This design comes from an exercise in tuning for small area, a short achievable clock period and few clock cycles on the open sky130 flow, not from production work. Power figures rest on the tool's default switching activity, not on a simulated workload.

== run 1 ==
## access_rights_table_unit
module access_rights_table_unit
#(
  parameter int unsigned ENTRIES      = art_pkg::ENTRIES_DEF,
  parameter int unsigned MAX_SUBJECTS = art_pkg::MAX_SUBJECTS_DEF,
  parameter int unsigned MAX_OBJECTS  = art_pkg::MAX_OBJECTS_DEF
) (
  input  logic             clk_i,
  input  logic             rst_ni,
  input  logic             cfg_we_i,
  input  logic             cfg_idx_i,
  input  logic [art_pkg::CFG_W-1:0] cfg_data_i,
  input  logic             s_axis_tvalid,
  output logic             s_axis_tready,
  input  logic [15:0]      s_axis_tdata,   
  output logic             m_axis_tvalid,
  input  logic             m_axis_tready,
  output logic [31:0]      m_axis_tdata,   
  output logic             m_axis_tlast
);
clock: 8.0 ns
lec_check: 0
cap_margin: 20
core_margin: 2
core_utilization: 40
place_density: 0.6
setup_slack_margin: 3.0
slew_margin: 20
run.sh (not shown) runs the stock make flow with config.mk's settings and CLKGATE_MAP_FILE= SYNTH_SCRIPT=/design/flow/synth_recipe.tcl, a recipe that flattens the netlist after the stock synthesis.
Input-level comparison between run 2 and run 1:
--- a/flow/design.v
+++ b/flow/design.v
@@ -76,16 +76,17 @@
   logic [15:0] gone_q;
   logic [15:0] allow_q;              
   logic [4:0] added_q, init_q;
   logic [4:0] objc_q;                
   logic       dany_q;                
   logic [6:0] ptr_q;                 
-  logic        o0v_q, o0l_q, o1v_q, o1l_q;
-  logic [14:0] o0d_q, o1d_q;
-  logic step;
-  assign step = hv_q && !o1v_q;
+  logic        o0v_q, o0l_q;
+  logic [23:0] o0d_q;
+  logic ofree, step;
+  assign ofree = !o0v_q || m_axis_tready;
+  assign step = hv_q && ofree;
   logic use_s, use_o;
   assign use_s = !m_list;
   assign use_o = m_add || m_rem || m_list;
   logic [N-1:0] valid, p;
   always_comb begin
     for (int i = 0; i < N; i++) begin
@@ -182,14 +183,16 @@
       else begin st = art_pkg::ST_DONE; so = total + 5'd1; end
     end
     if (m_del && (any_p || dany_q)) st = art_pkg::ST_DONE;
     if (m_occ) st = art_pkg::ST_DONE;
     if (m_list && any_p) begin st = art_pkg::ST_DONE; so = {1'b0, hsubj}; end
   end
-  logic [14:0] res;
-  assign res = {m_occ, m_occ ? count_q : 7'd0, m_occ ? rows : so, st};
+  logic [8:0] cells;
+  assign cells = 9'(rows * objc_q);
+  logic [23:0] res;
+  assign res = {m_occ, m_occ ? count_q : 7'd0, m_occ ? cells : 9'd0, m_occ ? rows : so, st};
   logic [1:0] rorm, randm;
   assign rorm  = m_add ? cm : 2'b00;
   assign randm = m_rem ? ~cm : (m_add ? 2'b11 : 2'b00);
   always_ff @(posedge clk_i) begin
     for (int i = 0; i < N; i++) begin
       if (shift && sh[i]) begin
@@ -220,30 +223,26 @@
     gone_d = gone_q;
     if (step && m_del && !multi && (any_p || dany_q)) gone_d[cs] = 1'b1;
     tot_d = {1'b0, init_d} + {1'b0, added_d};
     for (int k = 0; k < 16; k++) allow_d[k] = (6'(k) < tot_d) && !gone_d[k];
   end
   always_ff @(posedge clk_i) begin
-    if (!o0v_q || m_axis_tready) begin
-      o0d_q <= o1v_q ? o1d_q : res;
-      o0l_q <= o1v_q ? o1l_q : last;
-    end
-    if (!o1v_q) begin
-      o1d_q <= res;
-      o1l_q <= last;
+    if (ofree) begin
+      o0d_q <= res;
+      o0l_q <= last;
     end
     if (!sv_q) sc_q <= s_axis_tdata[12:0];
   end
   always_ff @(posedge clk_i or negedge rst_ni) begin
     if (!rst_ni) begin
       hv_q <= 1'b0; sv_q <= 1'b0; hc_q <= '0;
       m_add <= 1'b0; m_rem <= 1'b0; m_new <= 1'b0; m_del <= 1'b0; m_occ <= 1'b0; m_list <= 1'b0;
       count_q <= '0; hi_q <= '0; gone_q <= '0; added_q <= '0;
       init_q <= 5'd2; objc_q <= 5'd2; allow_q <= 16'h0003;
       ptr_q <= 7'd64; dany_q <= 1'b0;
-      o0v_q <= 1'b0; o1v_q <= 1'b0;
+      o0v_q <= 1'b0;
     end else begin
       if (cfg_we_i && cfg_idx_i == art_pkg::CFG_OBJ_CNT)
         objc_q <= (cfg_data_i > 5'd16) ? 5'd16 : cfg_data_i;
       init_q <= init_d;
       added_q <= added_d;
       gone_q <= gone_d;
@@ -271,23 +270,18 @@
         dany_q <= done ? 1'b0 : (dany_q || (m_del && any_p));
       end
       if (ins) count_q <= count_q + 7'd1;
       else if (step && ((m_rem && any_p && remz) || (m_del && any_p)))
         count_q <= count_q - 7'd1;
       hi_q <= hi_d;
-      if (!o0v_q || m_axis_tready) begin
-        o0v_q <= o1v_q || (step && emit);
-        o1v_q <= 1'b0;
-      end else if (step && emit) o1v_q <= 1'b1;
+      if (ofree) o0v_q <= step && emit;
     end
   end
   logic       o_occ;
   logic [4:0] o_x;
-  logic [8:0] o_cells;
-  assign o_occ = o0d_q[14];
+  assign o_occ = o0d_q[23];
   assign o_x = o0d_q[6:2];
-  assign o_cells = o_occ ? 9'(o_x * objc_q) : 9'd0;
   assign m_axis_tvalid = o0v_q;
-  assign m_axis_tdata  = {4'b0, o0d_q[13:7], o_cells, o_occ ? o_x : 5'd0,
+  assign m_axis_tdata  = {4'b0, o0d_q[22:7], o_occ ? o_x : 5'd0,
                           o_occ ? 5'd0 : o_x, o0d_q[1:0]};
   assign m_axis_tlast  = o0l_q;
 endmodule
## What came out
From run 1 to run 2 the numbers moved as follows: number of antenna violations at the first check in global routing dropped 4, power per unit of standard cell area up about 17%, growth of design area from synthesis to finish now sits at about the same level.
Summary — simple-gate area share of the yosys netlist, run 2 relative to run 1: lower, by 0.42 points.
Run 2 vs run 1, core utilization went down by 0.31 points.
Cmp run 1 and run 2 / maximum number of pins on one net before global-route repair / higher: run 1
Compared run 2 vs run 1, and layout multi-input combinational cell count is down in run 2.
Between run 2 and run 1, it is run 2 whose overall power is higher, by about 15%.
Run 1 → run 2: final area fell by 1.3%, final wirelength +770 um.
No functional check of the RTL was part of any run of this note.

## re-timing with driven ports
The results above use ideal ports. As a check the final layouts listed here were re-extracted and re-timed, cells and wires unchanged. Step 1, drivers: a clkbuf_16 drives clk_i and a buf_2 each remaining input, both assumed. Step 2 adds t to the input delays and takes it off the output delays; t is the mean of the earliest and latest rising clock arrival at the registers after step 1. Input paths then give back, and output paths get back, about the clock's delay inside the block. a / b / c = no drivers / after step 1 / after step 2; a / b = the first two.
run | t, ns | setup WS [ns] | hold slack, ns | worst setup path after step 2 | slew at the worst register clock pin (ns)
run 1 | 0.782 | 2.342 / 2.265 / 3.013 | 0.428 / 0.428 / 0.428 | register to register | 0.07 / 0.07
run 2 | 0.768 | 2.977 / 2.977 / 2.412 | 0.447 / 0.447 / 0.447 | input to register | 0.07 / 0.07
After both steps setup and hold are still met in every run listed. For run 2, which loses most, drivers alone change the setup slack by 0.000 ns; drivers and shift together by -0.565 ns.
